Background: an optimization exercise with open tools, aiming at small area. Do not read the settings as production practice. At most, simulation tests tie the RTL to the original design; equivalence was not proved. Function not checked in runs 1 to 6: the RTL went through the layout flow alone. No activity file was given, so power comes from the tool's default toggle rates.

<file path="flow/flow/run.sh">
#!/bin/bash
# Standard ORFS layout, with the port buffers that global placement inserts taken from the
# smallest buffer cell instead of the one buffer_ports picks by default.
set -euo pipefail
bash standard.sh "BUFFER_PORTS_ARGS=-buffer_cell sky130_fd_sc_hd__buf_1" finish > standard_flow.log 2>&1
</file>
<file path="flow/standard.sh">
#!/bin/bash
# synth_recipe.tcl (not shown) runs the flow's synth.tcl, then flattens the netlist and writes it again
# the make line also repeats each setting of config.mk as NAME=value (left out here)
make -C /OpenROAD-flow-scripts/flow DESIGN_CONFIG=/design/flow/config.mk WORK_HOME=/design/flow/orfs CLKGATE_MAP_FILE= SYNTH_SCRIPT=/design/flow/synth_recipe.tcl "${@:-finish}"
</file>
<file path="flow/config.mk">
export PLATFORM = sky130hd
export DESIGN_NAME = pkt_framer
export DESIGN_NICKNAME = pkt_framer
export VERILOG_FILES = /design/flow/design.v
export SDC_FILE = /design/flow/constraint.sdc
export NUM_CORES = 4
export LEC_CHECK = 0
export ABC_AREA = 0
export CAP_MARGIN = 20
export CORE_MARGIN = 2
export CORE_UTILIZATION = 40
export SLEW_MARGIN = 20
</file>
<file path="flow/constraint.sdc">
create_clock -name core_clock -period 4.0 [get_ports {clk_i}]
set_input_delay 0.8000 -clock core_clock [delete_from_list [all_inputs] [get_ports {clk_i}]]
set_output_delay 0.8000 -clock core_clock [all_outputs]
set_load 0.01 [all_outputs]
</file>
<file path="flow/design.v">
module pkt_framer #(
  parameter int PAYLOAD_BYTES  = 40,
  parameter int FCS_BYTES      = 4,
  parameter int TIMEOUT_CYCLES = 64
) (
  input  logic                       clk_i,
  input  logic                       rst_i,
  input  logic                       in_valid_i,
  input  logic [7:0]                 in_data_i,
  input  logic                       in_sof_i,
  output logic                       in_ready_o,
  output logic                       crc_valid_o,
  output logic [8*PAYLOAD_BYTES-1:0] crc_data_o,
  input  logic                       crc_done_i,
  input  logic [31:0]                crc_value_i,
  output logic [15:0]                stat_ok_o,
  output logic [15:0]                stat_bad_o,
  output logic [15:0]                stat_drop_o,
  output logic                       out_valid_o,
  input  logic                       out_ready_i,
  output logic [8*PAYLOAD_BYTES-1:0] out_payload_o,
  output logic                       out_crc_ok_o,
  output logic                       out_timeout_o
);
  localparam int PW = 8 * PAYLOAD_BYTES;
  localparam int FW = 8 * FCS_BYTES;
  localparam int SW = PW + FW;
  logic [SW-1:0] sr_q;           
  logic [5:0]    cnt_q;
  logic          in_ready_q, active_q, crc_valid_q, out_valid_q;
  logic          ok_q, tmo_q;
  logic          accept, last_byte, waiting, tmo_hit, fcs_eq;
  logic [FW-1:0] fcs;
  assign accept    = in_valid_i & in_ready_q;
  assign last_byte = active_q & ~in_sof_i & cnt_q[5] & cnt_q[3] & cnt_q[1] & cnt_q[0];
  assign waiting   = ~in_ready_q & ~crc_valid_q & ~out_valid_q;
  assign tmo_hit   = (cnt_q == 6'd44);
  genvar j;
  generate
    for (j = 0; j < FCS_BYTES; j++) begin : g_fcs
      assign fcs[8*j +: 8] = sr_q[8*(FCS_BYTES-1-j) +: 8];
    end
  endgenerate
  assign fcs_eq = (crc_value_i == fcs);
  always_ff @(posedge clk_i or posedge rst_i) begin
    if (rst_i) begin
      in_ready_q  <= 1'b1;
      active_q    <= 1'b0;
      crc_valid_q <= 1'b0;
      out_valid_q <= 1'b0;
    end else begin
      active_q    <= in_ready_q & (active_q | (in_valid_i & in_sof_i));
      crc_valid_q <= accept & last_byte;
      if (in_ready_q) in_ready_q <= ~(in_valid_i & last_byte);
      else            in_ready_q <= out_valid_q & out_ready_i;
      if (out_valid_q) out_valid_q <= ~out_ready_i;
      else             out_valid_q <= waiting & (crc_done_i | tmo_hit);
    end
  end
  always_ff @(posedge clk_i) begin
    if (accept) sr_q <= {sr_q[SW-9:0], in_data_i};
    if (accept & in_sof_i)          cnt_q <= 6'd1;
    else if (in_valid_i | ~in_ready_q) cnt_q <= cnt_q + 6'd1;
    if (~out_valid_q) begin
      ok_q  <= crc_done_i & fcs_eq;
      tmo_q <= ~crc_done_i;
    end
  end
  logic [15:0] stat_ok_q, stat_bad_q, stat_drop_q;
  logic        hand_off, drop_inc, ok_inc, bad_inc;
  assign hand_off = out_valid_q & out_ready_i;
  assign drop_inc = accept & ~(active_q ^ in_sof_i);
  assign ok_inc   = hand_off & ok_q;
  assign bad_inc  = hand_off & ~ok_q;
  function automatic logic [15:0] sat_inc(input logic [15:0] v, input logic en);
    logic [16:0] t;
    t[0] = en & ~&v;
    for (int i = 0; i < 16; i++) t[i+1] = t[i] & v[i];
    sat_inc = v ^ t[15:0];
  endfunction
  always_ff @(posedge clk_i or posedge rst_i) begin
    if (rst_i) begin
      stat_ok_q   <= '0;
      stat_bad_q  <= '0;
      stat_drop_q <= '0;
    end else begin
      stat_drop_q <= sat_inc(stat_drop_q, drop_inc);
      stat_ok_q   <= sat_inc(stat_ok_q,   ok_inc);
      stat_bad_q  <= sat_inc(stat_bad_q,  bad_inc);
    end
  end
  assign stat_ok_o   = stat_ok_q;
  assign stat_bad_o  = stat_bad_q;
  assign stat_drop_o = stat_drop_q;
  assign in_ready_o    = in_ready_q;
  assign crc_valid_o   = crc_valid_q;
  assign crc_data_o    = sr_q[SW-1:FW];
  assign out_valid_o   = out_valid_q;
  assign out_payload_o = sr_q[SW-1:FW];
  assign out_crc_ok_o  = ok_q;
  assign out_timeout_o = tmo_q;
endmodule
</file>
==> results_dict.tcl, run 1 <==
set metrics [dict create \
    synth_area_sq_um 15800 \
    synthFlopType "edfxtp_1" \
    status "stopped before the end" \
    synth_edf_count 354 \
    yosysWarnings 1 \
    start_util_pct 40.7 \
    error_line "[ERROR PPL-0024] Number of IO pins (739) exceeds maximum number of available positions (726). Increase the die perimeter from 809.82um to 1005.04um." \
    avgSynthCellArea_sq_um 17.8 \
    yosys_register_bits 412 \
    postSynth.asyncResetShare_pct 12.6 \
    die_width_um 202 \
    fp.dieH_um 202 \
    syn_inst 886 \
    num_rows 72 \
    lastStage "I/O pin placement (3_2_place_iop)" \
    yosysSeqAreaShare_pct 76.5 \
    synth_cell_type_count 23 \
]
==> Yosys cell counts, types with 3 or more instances <==
master / n / area share, %
a21oi_1: 4 / 0.13
xor2_1: 38 / 2.1
buf_4: 320 / 15
nand4_1: 17 / 0.68
ha_1: 48 / 3.8
dfrtp_1: 51 / 8.1
nand2_1: 6 / 0.14
o21ai_0: 3 / 0.095
edfxtp_1: 354 / 67
inv_1: 7 / 0.17
nor4_1: 10 / 0.40
nor2_1: 9 / 0.21
dfxtp_1: 6 / 0.76
==> cells by family after synthesis <==
logic type,count (synthesis),share of synthesized area [%]
flip-flops,412,76.5
AO/OA/AOI/OAI,8,0.270
AND/OR/NAND/NOR,52,1.83
adder cells (fa/ha/maj),48,3.81
XOR/XNOR,39,2.17
buffers and inverters,327,15.4
==> run 2, diff against run 1 <==
--- a/flow/config.mk
+++ b/flow/config.mk
@@ -8,5 +8,6 @@
 export ABC_AREA = 0
 export CAP_MARGIN = 20
 export CORE_MARGIN = 2
-export CORE_UTILIZATION = 40
+export CORE_UTILIZATION = 60
+export CTS_BUF_LIST = sky130_fd_sc_hd__clkbuf_4
 export SLEW_MARGIN = 20
==> run 2 against run 1 <==
Against the previous run: the flow again stops in I/O pin placement (3_2_place_iop); area after synthesis stayed put; synthesized cell count is the same.
==> results_dict.tcl, run 2 <==
set metrics [dict create \
    lastStage "I/O pin placement (3_2_place_iop)" \
    yosysSeqAreaShare_pct 76.5 \
    die_width_um 166 \
    synth_common_cells "edfxtp_1 (354), buf_4 (320), dfrtp_1 (51), ha_1 (48), xor2_1 (38)" \
    syn_inst 886 \
    yosysWarnings 1 \
    synth_area_sq_um 15800 \
    synth_cell_type_count 23 \
    synth_top_cell_area_share_pct 67.5 \
    yosys_register_bits 412 \
    yosysTopAreaCell "edfxtp_1" \
    status "stopped before the end" \
    postSynth.asyncResetShare_pct 12.6 \
    synth_most_common_cell "edfxtp_1" \
    synthFlopType "edfxtp_1" \
    num_rows 59 \
    fp.dieH_um 166 \
    synth_area_leaders "edfxtp_1 (67%), buf_4 (15%), dfrtp_1 (8.1%), ha_1 (3.8%), xor2_1 (2.1%)" \
    synth_edf_count 354 \
    error_line "[ERROR PPL-0024] Number of IO pins (739) exceeds maximum number of available positions (594). Increase the die perimeter from 664.16um to 1005.04um." \
    start_util_pct 60.8 \
    avgSynthCellArea_sq_um 17.8 \
]
run 2: cell counts after synthesis:
Identical to the previous run, type by type.
run 2: cell families after synthesis:
| group | after synthesis | share of synthesized area, % |
|---|---|---|
| XOR/XNOR | 39 | 2.17 |
| flip-flops | 412 | 76.5 |
| AO/OA/AOI/OAI | 8 | 0.270 |
| buffers and inverters | 327 | 15.4 |
| AND/OR/NAND/NOR | 52 | 1.83 |
| adder cells (fa/ha/maj) | 48 | 3.81 |
==> run 3, diff against run 2 <==
--- a/flow/config.mk
+++ b/flow/config.mk
@@ -7,7 +7,8 @@
 export LEC_CHECK = 0
 export ABC_AREA = 0
 export CAP_MARGIN = 20
-export CORE_MARGIN = 2
-export CORE_UTILIZATION = 60
+export CORE_AREA = 4 4 252 252
 export CTS_BUF_LIST = sky130_fd_sc_hd__clkbuf_4
+export DIE_AREA = 0 0 256 256
+export PLACE_DENSITY = 0.7
 export SLEW_MARGIN = 20
==> run 3 against run 2 <==
Against the previous run: now clean on timing, DRC and antenna; area after synthesis stayed put; synthesized cell count stayed put.
==> results_dict.tcl, run 3 <==
set metrics [dict create \
    status "complete, no violations" \
    instances_no_fill 2308 \
    p_per_area_nw_per_um2 555 \
    setup_viol 0 \
    grt_usage_pct 17.3 \
    worst_slack_ns 0.149 \
    antenna_left 0 \
    nFillCells 6144 \
    fmax_mhz 260 \
    post_route_cells_drive_above_1_share_pct 14.5 \
    synth_cell_type_count 23 \
    period_minus_slack_ns 3.85 \
    cts_max_level 3 \
    yosysTopAreaCell "edfxtp_1" \
    coreArea_sq_um 60600 \
    worst_hold_slack_ns 0.127 \
    hold_viol 0 \
    num_rows 90 \
    rr_worst_depth 19 \
    io_buffers 738 \
    synth_area_leaders "edfxtp_1 (67%), buf_4 (15%), dfrtp_1 (8.1%), ha_1 (3.8%), xor2_1 (2.1%)" \
    largest_reg_flops 352 \
    min_path_type "primary input to register" \
    grt.overflow.total 0 \
    worst_slew_pin_slew_ns 0.988 \
    clock-sinks 412 \
    place_area_sq_um 17300 \
    gp_congestion 0.945 \
    synth_top_cell_area_share_pct 67.5 \
    dr.pass1.iters 5 \
    postSynth.asyncResetShare_pct 12.6 \
    utilization_pct 31.2 \
    grt_start_max_net_pins 157 \
    start_util_pct 26.0 \
    maxCapViolations 0 \
    critical_path_required_ns 4.70 \
    grt_pass1_wl_mm 80.3 \
    mostFrequentLayoutCells "buf_1 (738), edfxtp_1 (354), clkbuf_4 (162), dfrtp_1 (51), xor2_1 (38)" \
    insertion_delay_ns 0.90 \
    end_kind "register" \
    rsz0062_at_grt "true" \
    synth_area_sq_um 15800 \
    yosysSeqAreaShare_pct 76.5 \
    finalClockSkew_ns 0.106 \
    critPathLaunchType "register" \
    power_mw 10.5 \
    grt_pass1_vias 9916 \
    ir_worst_vdd_uv 380 \
    wire_per_inst_um 25.6 \
    static-leakage-power_nw 6.75 \
    regMostFlops "sr_q" \
    yosys_register_bits 412 \
    critical_path_class "register to register" \
    layout_commonest_cell "buf_1" \
    relSlewSlack_pct 34.1 \
    synth_common_cells "edfxtp_1 (354), buf_4 (320), dfrtp_1 (51), ha_1 (48), xor2_1 (38)" \
    yosysWarnings 1 \
    die_width_um 256 \
    antenna_found_initial 3 \
    drc 0 \
    drt_iter0_markers 596 \
    slew_violations 0 \
    final_net_count 1525 \
    fin_area_sq_um 18900 \
    synthFlopType "edfxtp_1" \
    synth_most_common_cell "edfxtp_1" \
    dp_hpwl_mm 47.1 \
    clk_pin_slew_ns 0.07 \
    dp_slack_ns -0.0808 \
    die_area_sq_um 65500 \
    numCtsBuffers 110 \
    placed_cells_incl_taps 2090 \
    routed_wirelength_mm 59.0 \
    crit_fanout 3 \
    fp.dieH_um 256 \
    clock_path_buffers 3 \
    cts_tree "yes" \
    synth_edf_count 354 \
    syn_inst 886 \
    vias 9626 \
    setup_tns_ns 0 \
    worstHoldPathCells 1 \
    area_growth_pct 20.1 \
    io_pins 739 \
    via_per_inst 4.17 \
    cts-root-buf "clkbuf_4" \
    arrival_ns 4.55 \
    avgSynthCellArea_sq_um 17.8 \
    min_period_over_period_pct 96.3 \
]
run 3: cell counts after synthesis:
No cell type changed its count.
run 3: cell type report:
cell class                      count  area (sq um)  area share [%]
Timing Repair Buffer              753          2920            15.4
Antenna cell                        6          15.0          0.0793
Multi-Input combinational cell    147          1490            7.89
Inverter                            7          27.5           0.145
Sequential cell                   412         12100            63.7
Clock buffer                      162          1220            6.43
Tap cell                          782           978            5.17
Clock inverter                     39           223            1.18
run 3: worst max-delay path, cell delays in order, from the launching register on:
cell	delay, ns
dfrtp_1	0.38
nand4_1	0.12
nor4_2	0.30
nor3_1	0.09
ha_1	0.19
ha_1	0.19
ha_1	0.18
ha_1	0.18
ha_1	0.18
ha_2	0.16
ha_2	0.17
ha_2	0.16
ha_2	0.16
ha_1	0.18
ha_1	0.18
ha_1	0.20
ha_2	0.18
ha_2	0.17
ha_1	0.18
xor2_1	0.14
run 3: power breakdown:
group / total (mW) / switching, mW / internal, mW / leakage [nW]
registers: 5.55 / 0.404 / 5.15 / 4.21
logic: 1.17 / 0.857 / 0.312 / 1.68
clock network: 3.78 / 1.84 / 1.94 / 0.854
run 3: logic make-up after synthesis:
kind of cell               after synthesis  share of synthesized area [%]
xor gates and xnor gates                39                           2.17
AOI/OAI and AO/OA                        8                          0.270
and+or+nand+nor                         52                           1.83
adders and majority gates               48                           3.81
DFF                                    412                           76.5
buffers and inverters                  327                           15.4
run 3: layer usage:
| metal | wire length (um) | GRT usage (%) | share of wire, % | up-vias |
|---|---|---|---|---|
| li1 | - | - | - | 4045 |
| met2 | 31600 | 32.1 | 54 | 670 |
| met5 | 0 | 0 | 0 | - |
| met3 | 5130 | 6.42 | 8.7 | 127 |
| met1 | 18700 | 16.5 | 32 | 4784 |
| met4 | 3540 | 8.99 | 6.0 | 0 |
run 3: final timing paths:
kind | from | endpoint | slack [ns]
worst max register to register | stat_bad_q[7] | stat_bad_q[15] | 0.15
worst min register to register | sr_q[83] | sr_q[91] | 0.45
worst min-delay path | in_data_i[7] | sr_q[7] | 0.13
worst max-delay path | stat_bad_q[7] | stat_bad_q[15] | 0.15
min in group asynchronous | rst_i | stat_ok_q[2] | 0.60
max in group asynchronous | rst_i | stat_ok_q[13] | 2.75
run 3: timing repair:
action / CTS / global route
hold endpoints to repair: 3 / 15
endpoints found under the setup margin: 1 / 4
buffers inserted: 0 / 7
hold buffers: 3 / 1
pin swaps: 0 / 5
gates resized for setup: 1 / 12
==> run 4, diff against run 3 <==
--- a/flow/config.mk
+++ b/flow/config.mk
@@ -8,7 +8,5 @@
 export ABC_AREA = 0
 export CAP_MARGIN = 20
 export CORE_AREA = 4 4 252 252
-export CTS_BUF_LIST = sky130_fd_sc_hd__clkbuf_4
 export DIE_AREA = 0 0 256 256
-export PLACE_DENSITY = 0.7
 export SLEW_MARGIN = 20
==> run 4 against run 3 <==
Against the previous run: hold slack better by 0.23 ns; critical endpoint is now stat_ok_q[15]; routed wire length down 11%; via count down 6.6%; largest cell class unchanged; highest routed layer unchanged.
==> results_dict.tcl, run 4 <==
set metrics [dict create \
    vias 8993 \
    die_width_um 256 \
    syn_inst 886 \
    synthFlopType "edfxtp_1" \
    fp.dieH_um 256 \
    synth_area_sq_um 15800 \
    via_per_inst 4.11 \
    yosys_register_bits 412 \
    synth_most_common_cell "edfxtp_1" \
    status "complete, no violations" \
    avgSynthCellArea_sq_um 17.8 \
    static-leakage-power_nw 6.62 \
    grt_pass1_wl_mm 72.1 \
    slew_violations 0 \
    final_net_count 1460 \
    regMostFlops "sr_q" \
    min_path_type "primary input to asynchronous set/reset pin" \
    dp_slack_ns -0.173 \
    p_int_mw 7.78 \
    fmax_mhz 261 \
    yosysTopAreaCell "edfxtp_1" \
    clock-sinks 412 \
    yosysWarnings 1 \
    ir_worst_vdd_uv 390 \
    critical_path_class "register to register" \
    p_sw_share_pct 27.5 \
    power_frac_seq_pct 51.5 \
    critical_path_required_ns 4.47 \
    synth_edf_count 354 \
    post_route_cells_drive_above_1_share_pct 7.70 \
    start_util_pct 26.0 \
    synth_top_cell_area_share_pct 67.5 \
    area_growth_pct 20.0 \
    yosysSeqAreaShare_pct 76.5 \
    routed_wirelength_mm 52.7 \
    critPathLaunchType "register" \
    cts_max_level 2 \
    nFillCells 6056 \
    relSlewSlack_pct 23.5 \
    min_period_over_period_pct 95.6 \
    mostFrequentLayoutCells "buf_1 (738), edfxtp_1 (354), dfrtp_1 (51), clkbuf_16 (46), xor2_1 (38)" \
    cts-root-buf "clkbuf_16" \
    drt_iter0_markers 630 \
    num_rows 90 \
    maxCapViolations 0 \
    gp_congestion 0.959 \
    coreArea_sq_um 60600 \
    arrival_ns 4.29 \
    worst_hold_slack_ns 0.358 \
    cts_tree "yes" \
    p_per_area_nw_per_um2 568 \
    grt_start_max_net_pins 164 \
    hold_viol 0 \
    end_kind "register" \
    clockPowerShare_pct 38.1 \
    worstPathCellList "nand4_1 -> nor4_2 -> nor3b_1 -> ha_1 -> ha_1 -> ha_1 -> ha_1 -> ha_1 -> ha_1 -> ha_1 -> ha_1 -> ha_1 -> ha_1 -> ha_1 -> ha_2 -> ha_1 -> ha_1 -> ha_2 -> xor2_1" \
    grt_pass1_vias 9205 \
    cts_hold_buffers 0 \
    io_pins 739 \
    setup_tns_ns 0 \
    insertion_delay_ns 0.57 \
    setup_viol 0 \
    switchingPower_mw 2.96 \
    dp_hpwl_mm 41.9 \
    postSynth.asyncResetShare_pct 12.6 \
    critPathMaxStageDelay_ns 0.39 \
    clk_pin_slew_ns 0.06 \
    antenna_left 0 \
    antenna_found_initial 1 \
    slowest_stage "dfrtp_1" \
    drc 0 \
    die_area_sq_um 65500 \
    worst_slew_pin_slew_ns 1.15 \
    cpMostUsedCell "ha_1" \
    layout_commonest_cell "buf_1" \
    synth_area_leaders "edfxtp_1 (67%), buf_4 (15%), dfrtp_1 (8.1%), ha_1 (3.8%), xor2_1 (2.1%)" \
    largest_reg_flops 352 \
    numCtsBuffers 46 \
    crit_fanout 3 \
    p_comb_share_pct 10.4 \
    synth_cell_type_count 23 \
    grt.overflow.total 0 \
    period_minus_slack_ns 3.83 \
    io_buffers 738 \
    clock_path_buffers 3 \
    synth_common_cells "edfxtp_1 (354), buf_4 (320), dfrtp_1 (51), ha_1 (48), xor2_1 (38)" \
    finalClockSkew_ns 0.0232 \
    worst_slack_ns 0.174 \
    wire_per_inst_um 24.1 \
    grt_usage_pct 15.2 \
    dr.pass1.iters 5 \
]
==> run 4: cell counts after synthesis <==
Identical to the previous run, type by type.
==> run 4: cells by family (layout without fill, tap and decap cells) <==
family	after synthesis	count (layout)	synth area share, %
other	0	2	0
buffers and inverters	327	843	15.4
AND/OR/NAND/NOR	52	52	1.83
flip-flops	412	412	76.5
AO/OA/AOI/OAI	8	8	0.270
adder cells (fa/ha/maj)	48	48	3.81
XOR/XNOR	39	39	2.17
==> run 4: timing repair <==
| item | in CTS | in global routing |
|---|---|---|
| buffers inserted | 0 | 11 |
| resized for setup | 0 | 9 |
| endpoints found under the setup margin | 0 | 4 |
==> run 4: power groups by stage <==
stage | Clock, mW | Sequential [mW] | Combinational (mW)
CTS | 4.24 | 5.54 | 1.15
finish | 4.09 | 5.53 | 1.12
detailed placement | 0 | 5.63 | 1.15
global placement | 0 | 5.60 | 1.14
global route | 4.44 | 5.58 | 1.20
floorplan | 0 | 5.64 | 0.660
==> run 4: worst max-delay path: cells and delay by family, from the launching register on <==
family	cells	cell delay, ns
fa+ha+maj	15	2.69
flops	1	0.39
xor+xnor	1	0.13
simple gates	3	0.50
==> run 4: per-stage QoR <==
stage | std cells | util [%] | area [sq um] | power [mW]
final | 2186 | 31.2 | 18900 | 10.7
after global routing | 2185 | 31.2 | 18900 | 11.2
after CTS | 2173 | 31.0 | 18800 | 10.9
after detailed placement | 2089 | 28.6 | 17300 | 6.77
after global placement | 2089 | 28.6 | 17300 | 6.75
after floorplan | 886 | - | 15900 | 6.30
==> run 4: layout make-up <==
| class | instances | area [sq um] | area share [%] |
|---|---|---|---|
| repair buffers | 752 | 2900 | 15.3 |
| flip-flops and latches | 412 | 12100 | 63.7 |
| diodes | 2 | 5.00 | 0.0265 |
| inverters | 7 | 27.5 | 0.146 |
| multi-input cells | 147 | 1490 | 7.86 |
| well taps | 782 | 978 | 5.18 |
| clock buffers | 61 | 1230 | 6.49 |
| clock inverters | 23 | 230 | 1.22 |
==> run 4: final timing paths <==
check	startpoint	to	slack, ns	cells past startpoint
hold reg to reg	sr_q[212]	sr_q[220]	0.47	0
max in group asynchronous	rst_i	stat_bad_q[9]	3.10	2
setup reg to reg	stat_ok_q[6]	stat_ok_q[15]	0.17	19
hold / removal	rst_i	stat_drop_q[6]	0.36	2
setup / recovery	stat_ok_q[6]	stat_ok_q[15]	0.17	19
min in group core_clock	in_data_i[7]	sr_q[7]	0.39	1
==> run 4: routing by layer <==
metal  part of all wire (%)  global-route usage [%]
met5                      0                       0
met4                    5.5                    8.00
met3                    8.8                    5.06
met2                     54                    28.7
met1                     32                    14.5
==> run 5, diff against run 4 <==
==> flow/flow/run.sh (replaced) <==
#!/bin/bash
# Standard ORFS layout, with the port buffers that global placement inserts taken from the
# smallest buffer cell, and a clock tree built from larger sink clusters without dummy loads.
set -euo pipefail
bash standard.sh "BUFFER_PORTS_ARGS=-buffer_cell sky130_fd_sc_hd__buf_1" \
  "CTS_ARGS=-sink_clustering_enable -repair_clock_nets -sink_clustering_size 20 -sink_clustering_max_diameter 50 -buf_list sky130_fd_sc_hd__clkbuf_8 -dont_use_dummy_load" \
  finish > standard_flow.log 2>&1
--- a/flow/config.mk
+++ b/flow/config.mk
@@ -9,4 +9,5 @@
 export CAP_MARGIN = 20
 export CORE_AREA = 4 4 252 252
 export DIE_AREA = 0 0 256 256
+export PLACE_DENSITY = 0.6
 export SLEW_MARGIN = 20
==> run 5 against run 4 <==
Against the previous run: still clean; clock-buffer cell count decreased by 12; area after synthesis unchanged; maximum frequency decreased by 0.55%; routed wire length fell by 1.0%; die area stayed put; sequential share of layout area increased by 2.9 points; via count down 1.0%; power decreased by 15%; register-to-register slack got worse by 0.02 ns; clock power decreased by about 40%; synthesized cell count stayed put; utilization shrank 1.3 points; critical path type unchanged; critical endpoint is now stat_bad_q[15]; largest cell class unchanged; highest routed layer unchanged.
==> results_dict.tcl, run 5 <==
set metrics [dict create \
    status "complete, no violations" \
    cpMostUsedCell "ha_1" \
    slew_violations 0 \
    place_area_sq_um 17300 \
    p_comb_share_pct 12.3 \
    synth_most_common_cell "edfxtp_1" \
    finalClockSkew_ns 0.0856 \
    synth_edf_count 354 \
    critical_path_required_ns 4.50 \
    cts_tree "yes" \
    dr.pass1.iters 5 \
    grt_pass1_wl_mm 71.3 \
    switchingPower_mw 2.56 \
    mostFrequentLayoutCells "buf_1 (738), edfxtp_1 (354), dfrtp_1 (51), clkbuf_8 (49), xor2_1 (38)" \
    dp_hpwl_mm 41.9 \
    p_sw_share_pct 28.2 \
    final_net_count 1459 \
    r2r_end "stat_bad_q[15]" \
    yosysWarnings 1 \
    worst_slack_ns 0.153 \
    regMostFlops "sr_q" \
    clock_path_buffers 3 \
    numCtsBuffers 49 \
    antenna_left 0 \
    num_rows 90 \
    critPathLaunchType "register" \
    static-leakage-power_nw 6.25 \
    io_pins 739 \
    r2r_slack_ns 0.15 \
    antenna_found_initial 1 \
    area_growth_pct 14.8 \
    avgSynthCellArea_sq_um 17.8 \
    layout_commonest_cell "buf_1" \
    synth_area_sq_um 15800 \
    hold_viol 0 \
    fmax_mhz 260 \
    end_kind "register" \
    wire_per_inst_um 24.3 \
    post_route_cells_drive_above_1_share_pct 6.31 \
    cts_max_level 2 \
    die_width_um 256 \
    via_per_inst 4.15 \
    clk_pin_slew_ns 0.10 \
    synth_top_cell_area_share_pct 67.5 \
    yosysTopAreaCell "edfxtp_1" \
    crit_buf_inv 0 \
    crit_cells 19 \
    vias 8901 \
    power_frac_seq_pct 60.8 \
    drt_iter0_markers 514 \
    cts_hold_buffers 0 \
    relSlewSlack_pct 25.2 \
    grt_usage_pct 15.0 \
    synth_area_leaders "edfxtp_1 (67%), buf_4 (15%), dfrtp_1 (8.1%), ha_1 (3.8%), xor2_1 (2.1%)" \
    rr_worst_depth 19 \
    slowest_stage "dfrtp_1" \
    clock-sinks 412 \
    coreArea_sq_um 60600 \
    power_mw 9.10 \
    arrival_ns 4.34 \
    clockPowerShare_pct 26.9 \
    yosys_register_bits 412 \
    synth_cell_type_count 23 \
    routed_wirelength_mm 52.1 \
    worstPathCellList "nand4_1 -> nor4_2 -> nor3_2 -> ha_1 -> ha_1 -> ha_2 -> ha_2 -> ha_1 -> ha_1 -> ha_1 -> ha_1 -> ha_1 -> ha_1 -> ha_1 -> ha_1 -> ha_1 -> ha_2 -> ha_2 -> xor2_1" \
    p_int_mw 6.53 \
    critPathMaxStageDelay_ns 0.38 \
    drc 0 \
    ir_worst_vdd_uv 340 \
    worst_hold_slack_ns 0.304 \
    crit_fanout 3 \
    die_area_sq_um 65500 \
    largest_reg_flops 352 \
    gp_congestion 0.959 \
    fin_area_sq_um 18100 \
    grt_start_max_net_pins 164 \
    p_per_area_nw_per_um2 503 \
    synthFlopType "edfxtp_1" \
    cts-root-buf "clkbuf_8" \
    io_buffers 738 \
    insertion_delay_ns 0.64 \
    yosysSeqAreaShare_pct 76.5 \
    r2r_start "stat_bad_q[7]" \
    period_minus_slack_ns 3.85 \
    grt.overflow.total 0 \
    critical_path_class "register to register" \
    syn_inst 886 \
    min_path_type "primary input to asynchronous set/reset pin" \
    maxCapViolations 0 \
    grt_pass1_vias 9158 \
    synth_common_cells "edfxtp_1 (354), buf_4 (320), dfrtp_1 (51), ha_1 (48), xor2_1 (38)" \
    min_period_over_period_pct 96.2 \
    cp_top_family "adder cells" \
    setup_viol 0 \
    start_util_pct 26.0 \
    dp_slack_ns -0.173 \
    setup_tns_ns 0 \
    postSynth.asyncResetShare_pct 12.6 \
    worst_slew_pin_slew_ns 1.12 \
    fp.dieH_um 256 \
]
[run 5: layer usage]
metal	vias up	share of wire (%)	global-route usage, %
met5	-	0	0
met1	4482	32	14.3
met4	0	5.8	7.98
met2	549	54	28.5
met3	94	8.5	4.93
li1	3776	-	-
[run 5: layout make-up]
| class | instances | area [sq um] |
|---|---|---|
| antenna | 2 | 5.00 |
| inverter | 7 | 27.5 |
| clock buffer | 49 | 674 |
| fill | 6123 | 42500 |
| timing repair buffer | 748 | 2870 |
| multi-input combinational | 147 | 1480 |
| sequential | 412 | 12100 |
| tap | 782 | 978 |
[run 5: worst max-delay path by stage]
stage,from,endpoint
finish,stat_bad_q[7],stat_bad_q[15]
global route,stat_bad_q[7],stat_bad_q[15]
CTS,stat_bad_q[15],stat_bad_q[15]
detailed placement,out_ready_i,stat_bad_q[15]
global placement,out_ready_i,stat_bad_q[15]
floorplan,in_valid_i,stat_drop_q[15]
[run 5: logic make-up (layout without fill, tap and decap cells)]
group	count (synthesis)	in the layout	share of synthesized area (%)
adder cells (fa/ha/maj)	48	48	3.81
XOR/XNOR	39	39	2.17
flip-flops	412	412	76.5
AND/OR/NAND/NOR	52	52	1.83
other	0	2	0
AO/OA/AOI/OAI	8	8	0.270
buffers and inverters	327	804	15.4
[run 5: power groups by stage]
stage	Sequential, mW	Combinational (mW)	Clock, mW
final	5.53	1.12	2.45
after floorplan	5.64	0.660	0
after global placement	5.60	1.14	0
after CTS	5.54	1.15	2.58
after detailed placement	5.63	1.15	0
after global routing	5.58	1.20	2.76
[run 5: per-stage QoR]
stage	utilization, %	instances
global placement	28.6	2089
detailed placement	28.6	2089
floorplan	-	886
finish	29.9	2147
global route	29.9	2146
CTS	29.7	2138
[run 5: timing repair]
action / CTS / global route
setup endpoints to repair: 0 / 4
resized for setup: 0 / 8
buffers inserted: 0 / 7
==> run 6, diff against run 5 <==
==> flow/flow/run.sh (replaced) <==
#!/bin/bash
# Standard ORFS layout, with the port buffers that global placement inserts taken from the
# smallest buffer cell, and a clock tree built from larger sink clusters without dummy loads.
set -euo pipefail
bash standard.sh "BUFFER_PORTS_ARGS=-buffer_cell sky130_fd_sc_hd__buf_1" \
  "CTS_ARGS=-sink_clustering_enable -repair_clock_nets -sink_clustering_size 30 -sink_clustering_max_diameter 60 -buf_list sky130_fd_sc_hd__clkbuf_16 -dont_use_dummy_load" \
  finish > standard_flow.log 2>&1
==> run 6 against run 5 <==
Against the previous run: area after synthesis is the same; flip-flop and latch count is the same; global-route usage is essentially flat; via count shrank 0.94%; critical path type unchanged.
==> results_dict.tcl, run 6 <==
set metrics [dict create \
    dp_slack_ns -0.173 \
    numCtsBuffers 36 \
    busiest_layer "met2" \
    dr.pass1.iters 4 \
    dp_hpwl_mm 41.9 \
    synth_edf_count 354 \
    gr-usage-met3_pct 4.94 \
    min_period_over_period_pct 95.9 \
    final_net_count 1449 \
    coreArea_sq_um 60600 \
    synth_cell_type_count 23 \
    via_per_inst 4.13 \
    area_growth_pct 16.5 \
    postSynth.asyncResetShare_pct 12.6 \
    clock_path_buffers 3 \
    end_kind "register" \
    cts_hold_buffers 0 \
    synth_top_family_by_area "buffers and inverters" \
    gp_congestion 0.959 \
    syn_inst 886 \
    regMostFlops "sr_q" \
    drt_iter0_markers 569 \
    status "complete, no violations" \
    post_route_cells_drive_above_1_share_pct 5.84 \
    synth_xor_area_share_pct 2.17 \
    synth_area_leaders "edfxtp_1 (67%), buf_4 (15%), dfrtp_1 (8.1%), ha_1 (3.8%), xor2_1 (2.1%)" \
    yosys.area_share.adder_pct 3.81 \
    worstPathCellList "nand4_1 -> nor4_2 -> nor3_2 -> ha_1 -> ha_1 -> ha_2 -> ha_2 -> ha_1 -> ha_1 -> ha_1 -> ha_1 -> ha_2 -> ha_2 -> ha_1 -> ha_1 -> ha_1 -> ha_2 -> ha_2 -> xor2_1" \
    hold_viol 0 \
    cts_max_level 2 \
    grt_pass1_vias 9085 \
    synth_common_cells "edfxtp_1 (354), buf_4 (320), dfrtp_1 (51), ha_1 (48), xor2_1 (38)" \
    setup_viol 0 \
    grt.overflow.total 0 \
    placed_cells_incl_taps 2089 \
    synthFlopType "edfxtp_1" \
    synth_area_sq_um 15800 \
    yosysSeqAreaShare_pct 76.5 \
    drc 0 \
    crit_fanout 3 \
    met2_usage_pct 28.2 \
    clock-sinks 412 \
    synth_compound_area_share_pct 0.270 \
    slew_violations 0 \
    synth_most_common_cell "edfxtp_1" \
    vias 8817 \
    grt_pass1_wl_mm 71.3 \
    grt_start_max_net_pins 164 \
    io_buffers 738 \
    cp_top_family "adder cells" \
    avgSynthCellArea_sq_um 17.8 \
    crit_buf_inv 0 \
    die_width_um 256 \
    ir_worst_vdd_uv 348 \
    insertion_delay_ns 0.57 \
    yosysTopAreaCell "edfxtp_1" \
    synth_top_cell_area_share_pct 67.5 \
    die_area_sq_um 65500 \
    antenna_found_initial 2 \
    nFillCells 6101 \
    slowest_stage "dfrtp_1" \
    io_pins 739 \
    yosysWarnings 1 \
    critical_path_required_ns 4.43 \
    static-leakage-power_nw 6.34 \
    antenna_left 0 \
    start_util_pct 26.0 \
    mostFrequentLayoutCells "buf_1 (738), edfxtp_1 (354), dfrtp_1 (51), xor2_1 (38), clkbuf_16 (36)" \
    worst_slew_pin_slew_ns 1.16 \
    cpMostUsedCell "ha_1" \
    synth.area.mux_share_pct 0 \
    layout_commonest_cell "buf_1" \
    cts-root-buf "clkbuf_16" \
    maxCapViolations 0 \
    critPathLaunchType "register" \
    cts_tree "yes" \
    clk_pin_slew_ns 0.10 \
    num_rows 90 \
    routed_wirelength_mm 52.3 \
    worst_hold_slack_ns 0.365 \
    fmax_mhz 261 \
    finalClockSkew_ns 0.0796 \
    critical_path_class "register to register" \
    grt_usage_pct 15.0 \
    relSlewSlack_pct 22.9 \
    largest_reg_flops 352 \
    fp.dieH_um 256 \
    p_per_area_nw_per_um2 527 \
    period_minus_slack_ns 3.84 \
    yosys_register_bits 412 \
    wire_per_inst_um 24.5 \
    min_path_type "primary input to asynchronous set/reset pin" \
    use_met1_pct 14.2 \
    instances_no_fill 2137 \
    worst_slack_ns 0.164 \
    arrival_ns 4.27 \
    critPathMaxStageDelay_ns 0.38 \
    synth_simple_gate_area_share_pct 1.83 \
]
## run 6: cell counts after synthesis
Identical to the previous run, type by type.
## run 6: logic make-up (layout without fill, tap and decap cells)
| group | count (synthesis) | count (layout) |
|---|---|---|
| flip-flops | 412 | 412 |
| buffers and inverters | 327 | 794 |
| AND/OR/NAND/NOR | 52 | 52 |
| adder cells (fa/ha/maj) | 48 | 48 |
| XOR/XNOR | 39 | 39 |
| AO/OA/AOI/OAI | 8 | 8 |
| other | 0 | 2 |
## run 6: report_power, final
part	internal (mW)	leakage, nW	switching, mW
Sequential	5.15	4.21	0.383
Combinational	0.310	1.69	0.815
Clock	1.59	0.444	1.42
Total	7.04	6.34	2.62
## run 6: timing repair
action | in CTS | in global routing
gates resized for setup | 0 | 11
endpoints found under the setup margin | 0 | 4
buffers inserted | 0 | 10
## run 6: worst reg2reg max path, cell delays in order (launching register included)
cell     delay, ns
dfrtp_1       0.38
nand4_1       0.11
nor4_2        0.34
nor3_2        0.06
ha_1          0.18
ha_1          0.19
ha_2          0.17
ha_2          0.17
ha_1          0.17
ha_1          0.18
ha_1          0.18
ha_1          0.19
ha_2          0.17
ha_2          0.16
ha_1          0.17
ha_1          0.18
ha_1          0.18
ha_2          0.18
ha_2          0.17
xor2_1        0.13
## run 6: path summary, 6_finish.rpt
path,startpoint,to,slack [ns],depth (start not counted)
max,stat_bad_q[2],stat_bad_q[15],0.16,19
min,rst_i,stat_drop_q[1],0.37,2
max reg2reg,stat_bad_q[2],stat_bad_q[15],0.16,19
min reg2reg,sr_q[145],sr_q[153],0.43,0
max in group asynchronous,rst_i,stat_bad_q[9],3.07,2
min in group core_clock,sr_q[145],sr_q[153],0.43,0
## run 6: layer usage
| layer | share of wire (%) | vias to the layer above |
|---|---|---|
| met3 | 8.8 | 90 |
| li1 | - | 3769 |
| met4 | 6.3 | 0 |
| met5 | 0 | - |
| met1 | 31 | 4401 |
| met2 | 53 | 557 |
## run 6: final cells by class
| class | count | area [sq um] | share of cell area, % |
|---|---|---|---|
| Antenna cell | 2 | 5.00 | 0.0273 |
| Inverter | 7 | 27.5 | 0.150 |
| Multi-Input combinational cell | 147 | 1490 | 8.12 |
| Tap cell | 782 | 978 | 5.33 |
| Clock buffer | 36 | 901 | 4.91 |
| Sequential cell | 412 | 12100 | 65.7 |
| Timing Repair Buffer | 751 | 2890 | 15.8 |
## run 6: stage by stage
step	total power, mW	setup TNS [ns]	utilization (%)	area [sq um]
after floorplan	6.30	-12.87	-	15900
after global placement	6.75	0	28.6	17300
after detailed placement	6.77	-0.387	28.6	17300
after CTS	9.82	0	30.1	18200
after global routing	10.1	-0.0183	30.3	18300
final	9.66	0	30.3	18300
==> run 7, diff against run 6 <==
--- a/flow/design.v
+++ b/flow/design.v
@@ -73,10 +73,15 @@
   assign ok_inc   = hand_off & ok_q;
   assign bad_inc  = hand_off & ~ok_q;
   function automatic logic [15:0] sat_inc(input logic [15:0] v, input logic en);
-    logic [16:0] t;
-    t[0] = en & ~&v;
-    for (int i = 0; i < 16; i++) t[i+1] = t[i] & v[i];
-    sat_inc = v ^ t[15:0];
+    logic [15:0] t;
+    logic        lo_ones, go;
+    lo_ones = &v[7:0];
+    go      = en & ~(lo_ones & (&v[15:8]));
+    t[0]    = go;
+    for (int i = 0; i < 7; i++) t[i+1] = t[i] & v[i];
+    t[8]    = go & lo_ones;
+    for (int i = 8; i < 15; i++) t[i+1] = t[i] & v[i];
+    sat_inc = v ^ t;
   endfunction
   always_ff @(posedge clk_i or posedge rst_i) begin
     if (rst_i) begin
==> flow/flow/run.sh (replaced) <==
#!/bin/bash
# Standard ORFS layout, with the port buffers that global placement inserts taken from the
# smallest buffer cell, and a clock tree
# built from compact sink clusters without dummy loads.
set -euo pipefail
bash standard.sh "BUFFER_PORTS_ARGS=-buffer_cell sky130_fd_sc_hd__buf_1" \
  "CTS_ARGS=-sink_clustering_enable -repair_clock_nets -sink_clustering_size 30 -sink_clustering_max_diameter 60 -buf_list sky130_fd_sc_hd__clkbuf_16 -dont_use_dummy_load" \
  REMOVE_ABC_BUFFERS=1 finish > standard_flow.log 2>&1
--- a/flow/config.mk
+++ b/flow/config.mk
@@ -9,5 +9,5 @@
 export CAP_MARGIN = 20
 export CORE_AREA = 4 4 252 252
 export DIE_AREA = 0 0 256 256
-export PLACE_DENSITY = 0.6
+export PLACE_DENSITY = 0.9
 export SLEW_MARGIN = 20
==> run 7 against run 6 <==
Against the previous run: clock skew is 0.0096 ns lower; clock power grew 6%; global-route usage increased by 6.7 points; first-iteration DRC count grew 30%; area after synthesis grew 0.14%; final area shrank 1.1%; critical path depth shrank 8; register-to-register slack better by 1.3 ns; clock-buffer cell count rose by 3; routed wire length increased by 42%; largest cell class unchanged; largest power group unchanged.
==> results_dict.tcl, run 7 <==
set metrics [dict create \
    status "complete, no violations" \
    finalClockSkew_ns 0.0699 \
    min_period_over_period_pct 64.5 \
    avgSynthCellArea_sq_um 17.6 \
    numCtsBuffers 39 \
    static-leakage-power_nw 6.38 \
    power_mw 10.1 \
    synthFlopType "edfxtp_1" \
    insertion_delay_ns 0.57 \
    synth_top_cell_area_share_pct 67.4 \
    routed_wirelength_mm 74.5 \
    cts-root-buf "clkbuf_16" \
    grt_pass1_wl_mm 94.2 \
    post_route_cells_drive_above_1_share_pct 3.40 \
    fp.dieH_um 256 \
    postSynth.asyncResetShare_pct 12.6 \
    dr.pass1.iters 6 \
    drt_iter0_markers 742 \
    via_per_inst 4.38 \
    fin_area_sq_um 18200 \
    yosysWarnings 1 \
    largest_reg_flops 352 \
    setup_viol 0 \
    antenna_left 0 \
    wire_per_inst_um 34.9 \
    clk_pin_slew_ns 0.08 \
    die_width_um 256 \
    worst_hold_slack_ns 0.364 \
    synth_xor_area_share_pct 2.33 \
    coreArea_sq_um 60600 \
    synth_most_common_cell "edfxtp_1" \
    synth_edf_count 354 \
    yosys.area_share.adder_pct 3.57 \
    fmax_mhz 388 \
    synth_cell_type_count 22 \
    end_kind "register" \
    clock_path_buffers 3 \
    r2r_slack_ns 1.42 \
    start_util_pct 26.0 \
    mostFrequentLayoutCells "buf_1 (738), edfxtp_1 (354), dfrtp_1 (51), ha_1 (45), xor2_1 (41)" \
    synth_top_family_by_area "buffers and inverters" \
    arrival_ns 2.98 \
    nFillCells 6105 \
    synth_simple_gate_area_share_pct 1.94 \
    yosysSeqAreaShare_pct 76.4 \
    maxCapViolations 0 \
    place_area_sq_um 17200 \
    die_area_sq_um 65500 \
    critPathLaunchType "register" \
    synth_common_cells "edfxtp_1 (354), buf_4 (320), dfrtp_1 (51), ha_1 (45), xor2_1 (41)" \
    cts_resized 0 \
    relSlewSlack_pct 24.8 \
    period_minus_slack_ns 2.58 \
    cts_setup_buffers 0 \
    cts_hold_buffers 0 \
    io_buffers 738 \
    worst_slew_pin_slew_ns 1.13 \
    grt_start_max_net_pins 170 \
    grt_usage_pct 21.7 \
    gp_congestion 0.961 \
    io_pins 739 \
    synth.area.mux_share_pct 0 \
    regMostFlops "sr_q" \
    ir_worst_vdd_uv 361 \
    vias 9350 \
    r2r_end "stat_bad_q[7]" \
    final_net_count 1447 \
    yosysTopAreaCell "edfxtp_1" \
    dp_hpwl_mm 63.4 \
    crit_fanout 3 \
    antenna_found_initial 3 \
    synth_area_leaders "edfxtp_1 (67%), buf_4 (15%), dfrtp_1 (8.1%), ha_1 (3.6%), xor2_1 (2.3%)" \
    grt_pass1_vias 9131 \
    synth_area_sq_um 15800 \
    cts_max_level 2 \
    clock-sinks 412 \
    cts_tree "yes" \
    hold_viol 0 \
    critical_path_required_ns 4.40 \
    rr_worst_depth 11 \
    drc 0 \
    synth_compound_area_share_pct 0.365 \
    rsz0062_at_grt "false" \
    syn_inst 894 \
    yosys_register_bits 412 \
    min_path_type "primary input to asynchronous set/reset pin" \
    area_growth_pct 15.1 \
    num_rows 90 \
    layout_commonest_cell "buf_1" \
    slew_violations 0 \
    critical_path_class "register to register" \
    grt.overflow.total 0 \
    r2r_start "stat_bad_q[4]" \
    p_per_area_nw_per_um2 554 \
]
run 7: changes by cell type in the layout (fill, tap and decap cells not counted), moves of 3 or more:
| cell | previous run | this run |
|---|---|---|
| ha_2 | 9 | 0 |
| nand3_1 | 2 | 5 |
| ha_1 | 25 | 45 |
| ha_4 | 14 | 0 |
| nor2_1 | 9 | 13 |
| clkbuf_16 | 36 | 39 |
| buf_4 | 11 | 1 |
| xor2_1 | 38 | 41 |
run 7: report_power, final:
part	switching (mW)	internal [mW]	total, mW
Combinational	1.02	0.293	1.32
Clock	1.49	1.71	3.20
Sequential	0.392	5.15	5.54
Total	2.91	7.15	10.1
run 7: cell families after synthesis:
kind of cell,count (synthesis)
compound gates,11
xor+xnor,42
fa+ha+maj,45
buf+inv,327
flops,412
simple gates,57
run 7: through the flow:
step | worst slack, ns | instances | utilization, % | setup TNS (ns)
6_report | 1.42 | 2137 | 30.0 | 0
5_1_grt | 1.30 | 2136 | 30.0 | 0
3_3_place_gp | 1.03 | 2097 | 28.3 | 0
2_1_floorplan | -6.84 | 574 | - | -2036.53
3_5_place_dp | 0.950 | 2097 | 28.3 | 0
4_1_cts | 1.45 | 2136 | 30.0 | 0
run 7: layout make-up:
type | instances | area, sq um | area share [%]
Antenna cell | 1 | 2.50 | 0.0138
Clock buffer | 39 | 976 | 5.38
Inverter | 7 | 27.5 | 0.152
Multi-Input combinational cell | 155 | 1300 | 7.14
Sequential cell | 412 | 12100 | 66.4
Tap cell | 782 | 978 | 5.39
Timing Repair Buffer | 741 | 2820 | 15.5
run 7: worst max path at each step:
stage / startpoint / depth (start not counted) / end
after detailed placement: in_sof_i / 13 / stat_drop_q[7]
after global placement: in_sof_i / 13 / stat_drop_q[15]
final: stat_bad_q[4] / 11 / stat_bad_q[7]
after floorplan: in_valid_i / 11 / stat_drop_q[15]
after CTS: stat_bad_q[4] / 11 / stat_bad_q[7]
after global routing: in_ready_q / 11 / stat_drop_q[15]
run 7: worst max-delay path: stages, from the launching register on:
cell and delay (ns):
dfrtp_1 0.40, nand4_1 0.17, nor4_1 0.29, nor3_1 0.09, ha_1 0.20, ha_1 0.18, ha_1 0.18, ha_1 0.19
ha_1 0.20, ha_1 0.18, ha_1 0.18, xor2_1 0.15
run 7: layer usage:
| metal | GRT usage (%) | share of wire, % | vias to the layer above |
|---|---|---|---|
| met2 | 40.7 | 53 | 668 |
| met5 | 0 | 0 | - |
| li1 | - | - | 3775 |
| met3 | 8.73 | 10 | 118 |
| met4 | 11.2 | 6.0 | 0 |
| met1 | 20.3 | 31 | 4789 |
==> run 8, diff against run 7 <==
==> flow/flow/run.sh (replaced) <==
#!/bin/bash
# Standard ORFS layout, with the port buffers that global placement inserts taken from the
# smallest buffer cell, and a clock tree
# built from compact sink clusters without dummy loads.
set -euo pipefail
bash standard.sh "BUFFER_PORTS_ARGS=-buffer_cell sky130_fd_sc_hd__buf_1" \
  "CTS_ARGS=-sink_clustering_enable -repair_clock_nets -sink_clustering_size 40 -sink_clustering_max_diameter 70 -buf_list sky130_fd_sc_hd__clkbuf_16 -dont_use_dummy_load" \
  REMOVE_ABC_BUFFERS=1 finish > standard_flow.log 2>&1
==> run 8 against run 7 <==
Against the previous run: largest power group unchanged; register-to-register slack better by 0.07 ns; clock-buffer cell count down 10; flip-flop and latch count unchanged; largest cell class unchanged; routed wire length down 0.56%; critical path depth unchanged; area after synthesis unchanged; hold slack worse by 0.030 ns; highest routed layer unchanged; setup slack better by 0.073 ns; via count down 1.4%; critical path type unchanged; critical endpoint unchanged; sequential share of layout area up 0.94 points; still clean on timing, DRC and antenna.
==> results_dict.tcl, run 8 <==
set metrics [dict create \
    num_rows 90 \
    critPathMaxStageDelay_ns 0.40 \
    synthFlopType "edfxtp_1" \
    critical_path_required_ns 4.47 \
    drt_iter0_markers 768 \
    worst_slew_pin_slew_ns 1.09 \
    io_buffers 738 \
    diodes 0 \
    crit_fanout 3 \
    cts_resized 0 \
    yosysTopAreaCell "edfxtp_1" \
    cts-root-buf "clkbuf_16" \
    gp_congestion 0.961 \
    fp.dieH_um 256 \
    clk_pin_slew_ns 0.12 \
    wire_per_inst_um 34.8 \
    slew_violations 0 \
    synth_area_leaders "edfxtp_1 (67%), buf_4 (15%), dfrtp_1 (8.1%), ha_1 (3.6%), xor2_1 (2.3%)" \
    instances_no_fill 2126 \
    synth_common_cells "edfxtp_1 (354), buf_4 (320), dfrtp_1 (51), ha_1 (45), xor2_1 (41)" \
    yosysSeqAreaShare_pct 76.4 \
    yosys_register_bits 412 \
    synth_top_cell_area_share_pct 67.4 \
    critPathLaunchType "register" \
    cts_hold_buffers 0 \
    ir_worst_vdd_uv 381 \
    grt.overflow.total 0 \
    avgSynthCellArea_sq_um 17.6 \
    coreArea_sq_um 60600 \
    insertion_delay_ns 0.62 \
    grt_start_max_net_pins 170 \
    antenna_found_initial 3 \
    cp_top_family "adder cells" \
    place_area_sq_um 17200 \
    yosys.area_share.adder_pct 3.57 \
    clock_path_buffers 3 \
    syn_inst 894 \
    synth_xor_area_share_pct 2.33 \
    min_period_over_period_pct 62.7 \
    regMostFlops "sr_q" \
    antenna_left 0 \
    clock-sinks 412 \
    period_minus_slack_ns 2.51 \
    cts_max_level 1 \
    final_net_count 1437 \
    synth_most_common_cell "edfxtp_1" \
    grt_usage_pct 21.6 \
    maxCapViolations 0 \
    static-leakage-power_nw 6.26 \
    setup_viol 0 \
    placed_cells_incl_taps 2097 \
    synth_simple_gate_area_share_pct 1.94 \
    synth_top_family_by_area "buffers and inverters" \
    dr.pass1.iters 5 \
    area_growth_pct 13.5 \
    synth_edf_count 354 \
    start_util_pct 26.0 \
    post_route_cells_drive_above_1_share_pct 2.68 \
    arrival_ns 2.97 \
    die_area_sq_um 65500 \
    synth_area_sq_um 15800 \
    min_path_type "primary input to asynchronous set/reset pin" \
    status "complete, no violations" \
    postSynth.asyncResetShare_pct 12.6 \
    via_per_inst 4.34 \
    worstPathCellList "nand4_1 -> nor4_1 -> nor3_1 -> ha_1 -> ha_1 -> ha_1 -> ha_1 -> ha_1 -> ha_1 -> ha_1 -> xor2_1" \
    yosysWarnings 1 \
    cts_tree "yes" \
    routed_wirelength_mm 74.1 \
    rsz0062_at_grt "false" \
    cpMostUsedCell "ha_1" \
    slowest_stage "dfrtp_1" \
    dp_hpwl_mm 63.4 \
    critical_path_class "register to register" \
    synth_cell_type_count 22 \
    fmax_mhz 399 \
    fin_area_sq_um 17900 \
    p_per_area_nw_per_um2 531 \
    die_width_um 256 \
    hold_viol 0 \
    crit_buf_inv 0 \
    finalClockSkew_ns 0.0800 \
    largest_reg_flops 352 \
    mostFrequentLayoutCells "buf_1 (738), edfxtp_1 (354), dfrtp_1 (51), ha_1 (45), xor2_1 (41)" \
    end_kind "register" \
    cts_setup_buffers 0 \
    synth.area.mux_share_pct 0 \
    synth_compound_area_share_pct 0.365 \
    numCtsBuffers 29 \
    grt_pass1_wl_mm 93.8 \
    layout_commonest_cell "buf_1" \
    grt_pass1_vias 9045 \
    drc 0 \
    vias 9221 \
    relSlewSlack_pct 27.3 \
    io_pins 739 \
]
-- run 8: cell counts after synthesis --
No cell type changed its count.
-- run 8: cell families (layout without fill, tap and decap cells) --
family          count (synthesis)  after routing
compound gates                 11             11
fa+ha+maj                      45             45
simple gates                   57             57
buf+inv                       327            777
xor+xnor                       42             42
flops                         412            412
-- run 8: routing by layer --
metal / GRT usage, % / vias to the layer above / wire length [um]
met5: 0 / - / 0
met4: 10.8 / 0 / 4610
met3: 9.22 / 98 / 8040
met2: 40.5 / 653 / 39200
met1: 19.8 / 4721 / 22200
li1: - / 3749 / -
-- run 8: worst reg2reg max path, cell delays in order (launching register included) --
cell     delay [ns]
dfrtp_1        0.40
nand4_1        0.16
nor4_1         0.29
nor3_1         0.08
ha_1           0.19
ha_1           0.18
ha_1           0.18
ha_1           0.19
ha_1           0.19
ha_1           0.18
ha_1           0.18
xor2_1         0.15
-- run 8: layout make-up --
| type | instances | area (sq um) |
|---|---|---|
| multi-input cells | 155 | 1300 |
| inverters | 7 | 27.5 |
| fillers | 6136 | 42700 |
| flip-flops and latches | 412 | 12100 |
| clock buffers | 29 | 726 |
| well taps | 782 | 978 |
| repair buffers | 741 | 2820 |
-- run 8: metrics by stage --
stage	utilization [%]	worst slack (ns)	hold slack [ns]	TNS [ns]	total power, mW
3_3_place_gp	28.3	1.03	0.451	0	6.94
5_1_grt	29.5	1.33	0.357	0	9.87
2_1_floorplan	-	-6.84	0.448	-2036.53	6.02
3_5_place_dp	28.3	0.950	0.454	0	6.98
6_report	29.5	1.49	0.333	0	9.51
4_1_cts	29.5	1.45	0.334	0	9.65
-- run 8: path summary, 6_finish.rpt --
kind | from | depth (start not counted) | slack [ns] | to
setup / recovery | stat_bad_q[4] | 11 | 1.49 | stat_bad_q[7]
hold / removal | rst_i | 2 | 0.33 | stat_bad_q[14]
setup reg to reg | stat_bad_q[4] | 11 | 1.49 | stat_bad_q[7]
hold reg to reg | sr_q[214] | 0 | 0.42 | sr_q[222]
max in group asynchronous | rst_i | 2 | 3.12 | stat_drop_q[7]
min in group core_clock | in_data_i[5] | 1 | 0.39 | sr_q[5]
-- run 8: power breakdown --
group          switching, mW  internal (mW)  leakage, nW
clock                   1.38           1.27        0.357
combinational           1.02          0.294         1.69
sequential             0.390           5.14         4.21
total                   2.80           6.71         6.26
==> run 9, diff against run 8 <==
==> flow/flow/run.sh (replaced) <==
#!/bin/bash
# Standard ORFS layout, with the port buffers that global placement inserts taken from the
# smallest buffer cell, and a clock tree built from compact sink clusters without dummy loads.
set -euo pipefail
bash standard.sh "BUFFER_PORTS_ARGS=-buffer_cell sky130_fd_sc_hd__buf_1" \
  "CTS_ARGS=-sink_clustering_enable -repair_clock_nets -sink_clustering_size 30 -sink_clustering_max_diameter 40 -buf_list sky130_fd_sc_hd__clkbuf_8 -dont_use_dummy_load" \
  finish > standard_flow.log 2>&1
--- a/flow/config.mk
+++ b/flow/config.mk
@@ -9,5 +9,5 @@
 export CAP_MARGIN = 20
 export CORE_AREA = 4 4 252 252
 export DIE_AREA = 0 0 256 256
-export PLACE_DENSITY = 0.9
+export PLACE_DENSITY = 0.85
 export SLEW_MARGIN = 20
==> run 9 against run 8 <==
Against the previous run: maximum frequency is 1.5% lower; clock power is 14% higher; global-route usage is 2.5 points lower; utilization is 0.60 points higher; sequential power hardly changed; via count is 1.1% higher; area after synthesis stayed put; largest power group unchanged.
==> results_dict.tcl, run 9 <==
set metrics [dict create \
    synth_common_cells "edfxtp_1 (354), buf_4 (320), dfrtp_1 (51), ha_1 (45), xor2_1 (41)" \
    cp-endpoint "stat_bad_q[7]" \
    finalClockSkew_ns 0.112 \
    setup.worst_path.start "stat_bad_q[1]" \
    routed_wirelength_mm 65.2 \
    numCtsBuffers 68 \
    ir_worst_vdd_uv 353 \
    avgSynthCellArea_sq_um 17.6 \
    dr.pass1.iters 6 \
    vias 9326 \
    r2r_end "stat_bad_q[7]" \
    min_path_type "primary input to asynchronous set/reset pin" \
    cts_setup_buffers 0 \
    worstPathCellList "nand4_1 -> nor4_1 -> nor3_1 -> ha_1 -> ha_1 -> ha_1 -> ha_1 -> ha_1 -> ha_1 -> ha_1 -> xor2_1" \
    cts-root-buf "clkbuf_8" \
    r2r_start "stat_bad_q[1]" \
    synth_xor_area_share_pct 2.33 \
    area_growth_pct 15.8 \
    drc 0 \
    fmax_mhz 393 \
    largest_reg_flops 352 \
    maxCapViolations 0 \
    slowest_stage "dfrtp_1" \
    io_pins 739 \
    worst_hold_slack_ns 0.304 \
    crit_fanout 3 \
    synth_top_family_by_area "buffers and inverters" \
    rsz0062_at_grt "false" \
    setup_viol 0 \
    insertion_delay_ns 0.65 \
    via_per_inst 4.31 \
    fp.dieH_um 256 \
    io_buffers 738 \
    antenna_left 0 \
    clock_path_buffers 3 \
    synth_top_cell_area_share_pct 67.4 \
    arrival_ns 3.02 \
    critPathLaunchType "register" \
    synth_cell_type_count 22 \
    dp_hpwl_mm 54.2 \
    post_route_cells_drive_above_1_share_pct 6.36 \
    yosysSeqAreaShare_pct 76.4 \
    synth.area.mux_share_pct 0 \
    synth_area_leaders "edfxtp_1 (67%), buf_4 (15%), dfrtp_1 (8.1%), ha_1 (3.6%), xor2_1 (2.3%)" \
    num_rows 90 \
    synth_most_common_cell "edfxtp_1" \
    critPathMaxStageDelay_ns 0.39 \
    layout_commonest_cell "buf_1" \
    worst_slew_pin_slew_ns 1.01 \
    coreArea_sq_um 60600 \
    yosys_register_bits 412 \
    static-leakage-power_nw 6.36 \
    cts_hold_buffers 0 \
    status "complete, no violations" \
    antenna_found_initial 2 \
    synth_simple_gate_area_share_pct 1.94 \
    postSynth.asyncResetShare_pct 12.6 \
    r2r_slack_ns 1.46 \
    power_mw 9.78 \
    cpMostUsedCell "ha_1" \
    yosysTopAreaCell "edfxtp_1" \
    rr_worst_depth 11 \
    synthFlopType "edfxtp_1" \
    syn_inst 894 \
    grt_pass1_vias 9396 \
    synth_edf_count 354 \
    wire_per_inst_um 30.1 \
    cts_tree "yes" \
    critical_path_required_ns 4.47 \
    slew_violations 0 \
    synth_compound_area_share_pct 0.365 \
    die_area_sq_um 65500 \
    mostFrequentLayoutCells "buf_1 (738), edfxtp_1 (354), clkbuf_8 (68), dfrtp_1 (51), xor2_1 (41)" \
    yosys.area_share.adder_pct 3.57 \
    cts_max_level 3 \
    grt_pass1_wl_mm 84.8 \
    grt_start_max_net_pins 154 \
    cts_resized 0 \
    gp_congestion 0.958 \
    end_kind "register" \
    min_period_over_period_pct 63.6 \
    period_minus_slack_ns 2.54 \
    final_net_count 1476 \
    grt_usage_pct 19.1 \
    start_util_pct 26.0 \
    yosysWarnings 1 \
    critical_path_class "register to register" \
    drt_iter0_markers 756 \
    hold_viol 0 \
    clock-sinks 412 \
    clk_pin_slew_ns 0.08 \
    relSlewSlack_pct 32.6 \
    regMostFlops "sr_q" \
    synth_area_sq_um 15800 \
    die_width_um 256 \
    p_per_area_nw_per_um2 536 \
    grt.overflow.total 0 \
]
==> run 9: cell families (layout without fill, tap and decap cells) <==
kind of cell,after synthesis,in the layout
AO/OA/AOI/OAI,11,11
XOR/XNOR,42,42
adder cells (fa/ha/maj),45,45
buffers and inverters,327,816
flip-flops,412,412
other,0,1
AND/OR/NAND/NOR,57,57
==> run 9: how the worst min path moves through the flow <==
stage / cells past startpoint / endpoint / slack, ns
detailed placement: 0 / sr_q[8] / 0.46
CTS: 1 / sr_q[1] / 0.25
finish: 2 / stat_drop_q[0] / 0.30
global placement: 0 / sr_q[159] / 0.45
floorplan: 0 / sr_q[10] / 0.45
global route: 1 / sr_q[1] / 0.27
==> run 9: power by group <==
group	internal, mW	total [mW]	switching (mW)
Sequential	5.15	5.54	0.386
Combinational	0.304	1.24	0.931
Clock	1.49	3.01	1.52
Total	6.94	9.78	2.84
==> run 9: final cells by class <==
class                      instances  area [sq um]
fill                            6077         42300
sequential                       412         12100
timing repair buffer             741          2820
tap                              782           978
multi-input combinational        155          1450
clock buffer                      68           936
antenna                            1          2.50
inverter                           7          27.5
==> run 9: layer usage <==
metal / GRT usage [%] / up-vias / wire [um]
li1: - / 3827 / -
met1: 17.1 / 4721 / 19500
met2: 35.6 / 653 / 34700
met3: 8.44 / 125 / 6820
met4: 10.6 / 0 / 4130
met5: 0 / - / 0
==> run 9: through the flow <==
step	util, %	cells	instance area [sq um]	setup TNS [ns]	worst slack, ns
global route	30.1	2166	18300	0	1.32
floorplan	-	894	15900	-8.11	-0.873
global placement	28.6	2097	17300	0	1.21
finish	30.1	2166	18300	0	1.46
detailed placement	28.6	2097	17300	0	1.17
CTS	30.1	2165	18300	0	1.46
==> run 9: worst max-delay path, delay by kind of cell (launching register included) <==
family                     cells  cell delay [ns]
DFF                            1             0.39
adders and majority gates      7             1.31
and+or+nand+nor                3             0.53
xor gates and xnor gates       1             0.16
==> run 10, diff against run 9 <==
==> flow/flow/run.sh (replaced) <==
#!/bin/bash
# Standard ORFS layout, with the port buffers that global placement inserts taken from the
# smallest buffer cell, pins one track apart so that a small die holds them, and a clock tree
# built from compact sink clusters without dummy loads.
set -euo pipefail
bash standard.sh "BUFFER_PORTS_ARGS=-buffer_cell sky130_fd_sc_hd__buf_1" \
  "PLACE_PINS_ARGS=-min_distance 1 -min_distance_in_tracks" \
  "CTS_ARGS=-sink_clustering_enable -repair_clock_nets -sink_clustering_size 30 -sink_clustering_max_diameter 40 -buf_list sky130_fd_sc_hd__clkbuf_8 -dont_use_dummy_load" \
  finish > standard_flow.log 2>&1
--- a/flow/config.mk
+++ b/flow/config.mk
@@ -7,7 +7,7 @@
 export LEC_CHECK = 0
 export ABC_AREA = 0
 export CAP_MARGIN = 20
-export CORE_AREA = 4 4 252 252
-export DIE_AREA = 0 0 256 256
+export CORE_AREA = 4 4 161 161
+export DIE_AREA = 0 0 165 165
 export PLACE_DENSITY = 0.85
 export SLEW_MARGIN = 20
==> run 10 against run 9 <==
Against the previous run: still clean on timing, DRC and antenna; area after synthesis is the same; clock power fell by 28%; maximum frequency up 3.1%; register-to-register slack gained 0.08 ns; largest cell class unchanged; largest power group unchanged.
==> results_dict.tcl, run 10 <==
set metrics [dict create \
    numCtsBuffers 42 \
    finalClockSkew_ns 0.0493 \
    slowest_stage "dfrtp_1" \
    maxCapViolations 0 \
    cts_hold_buffers 0 \
    worst_slew_pin_slew_ns 1.03 \
    fp.dieH_um 165 \
    fmax_mhz 405 \
    end_kind "register" \
    r2r_start "stat_bad_q[1]" \
    clockPowerShare_pct 24.8 \
    status "complete, no violations" \
    p_sw_share_pct 26.7 \
    cts_tree "yes" \
    setup_viol 0 \
    diodes 0 \
    arrival_ns 2.89 \
    critical_path_class "register to register" \
    num_rows 57 \
    clk_pin_slew_ns 0.11 \
    critical_path_required_ns 4.43 \
    coreArea_sq_um 24300 \
    clock_path_buffers 3 \
    min_period_over_period_pct 61.7 \
    routed_wirelength_mm 35.6 \
    grt_start_max_net_pins 198 \
    synth_top_cell_area_share_pct 67.4 \
    die_area_sq_um 27200 \
    vias 8850 \
    synthFlopType "edfxtp_1" \
    setup.worst_path.start "stat_bad_q[1]" \
    critPathLaunchType "register" \
    rsz0062_at_grt "false" \
    synth_common_cells "edfxtp_1 (354), buf_4 (320), dfrtp_1 (51), ha_1 (45), xor2_1 (41)" \
    place_area_sq_um 16700 \
    insertion_delay_ns 0.53 \
    postSynth.asyncResetShare_pct 12.6 \
    static-leakage-power_nw 6.17 \
    cts-root-buf "clkbuf_8" \
    drc 0 \
    via_per_inst 5.26 \
    setup_tns_ns 0 \
    io_buffers 738 \
    fin_area_sq_um 17300 \
    synth_most_common_cell "edfxtp_1" \
    yosysTopAreaCell "edfxtp_1" \
    drt_iter0_markers 888 \
    synth_cell_type_count 22 \
    worstPathCellList "nand4_1 -> nor4_1 -> nor3_1 -> ha_1 -> ha_1 -> ha_1 -> ha_1 -> ha_1 -> ha_1 -> ha_1 -> xor2_1" \
    slew_violations 0 \
    post_route_cells_drive_above_1_share_pct 4.57 \
    rr_worst_depth 11 \
    min_path_type "primary input to asynchronous set/reset pin" \
    die_width_um 165 \
    grt_pass1_vias 8316 \
    period_minus_slack_ns 2.47 \
    crit_fanout 3 \
    largest_reg_flops 352 \
    synth_area_leaders "edfxtp_1 (67%), buf_4 (15%), dfrtp_1 (8.1%), ha_1 (3.6%), xor2_1 (2.3%)" \
    hold_viol 0 \
    cts_resized 0 \
    syn_inst 894 \
    mostFrequentLayoutCells "buf_1 (738), edfxtp_1 (354), dfrtp_1 (51), clkbuf_8 (42), xor2_1 (41)" \
    yosysSeqAreaShare_pct 76.4 \
    final_net_count 1450 \
    grt.overflow.total 0 \
    yosysWarnings 1 \
    regMostFlops "sr_q" \
    ir_worst_vdd_uv 371 \
    dr.pass1.iters 5 \
]
## run 10: per-stage QoR
step	setup slack, ns	total power, mW	instances	hold WS [ns]	util [%]
2_1_floorplan	-0.873	6.31	894	0.448	-
3_3_place_gp	1.23	6.55	1639	0.449	68.8
3_5_place_dp	1.19	6.62	1639	0.453	68.8
4_1_cts	1.53	8.74	1681	0.382	71.2
5_1_grt	1.37	9.09	1681	0.383	71.2
6_report	1.53	8.70	1681	0.350	71.2
## run 10: logic make-up after synthesis
group	count (synthesis)	share of synthesized area (%)
AO/OA/AOI/OAI	11	0.365
adder cells (fa/ha/maj)	45	3.57
AND/OR/NAND/NOR	57	1.94
flip-flops	412	76.4
buffers and inverters	327	15.4
XOR/XNOR	42	2.33
## run 10: metal layers
| layer | vias to the layer above | wire length [um] | track usage (%) |
|---|---|---|---|
| met5 | - | 0 | 0 |
| met4 | 0 | 1280 | 10.1 |
| met3 | 102 | 4890 | 9.58 |
| met2 | 682 | 17300 | 39.8 |
| met1 | 4302 | 12100 | 28.8 |
| li1 | 3764 | - | - |
## run 10: power groups by stage
stage	Sequential [mW]	Combinational (mW)	Clock (mW)
2_1_floorplan	5.65	0.662	0
3_3_place_gp	5.55	1.00	0
3_5_place_dp	5.58	1.04	0
4_1_cts	5.49	1.04	2.21
5_1_grt	5.54	1.13	2.42
6_report	5.49	1.05	2.16
## run 10: final timing paths
| path | slack, ns | to |
|---|---|---|
| max in group asynchronous | 3.09 | stat_bad_q[2] |
| min in group core_clock | 0.41 | sr_q[2] |
| min | 0.35 | stat_drop_q[15] |
| min reg2reg | 0.44 | sr_q[221] |
| max reg2reg | 1.53 | stat_bad_q[7] |
| max | 1.53 | stat_bad_q[7] |
## run 10: worst max-delay path: cells and delay by family (launching register included)
kind | cells | cell delay, ns
xor+xnor | 1 | 0.16
fa+ha+maj | 7 | 1.29
flops | 1 | 0.40
simple gates | 3 | 0.51
## run 10: cell type report
class                           count  area, sq um
Tap cell                          324          405
Fill cell                        1452         7000
Timing Repair Buffer              741         2810
Sequential cell                   412        12100
Inverter                            7         27.5
Clock buffer                       42          578
Multi-Input combinational cell    155         1450

Check on run 10: ideal ports give 1.533 ns setup slack; a clkbuf_16 on the clock port and buf_2 on the inputs give 1.533 ns; moving port delays by the midpoint clock arrival (0.567 ns) as well gives 1.203 ns.
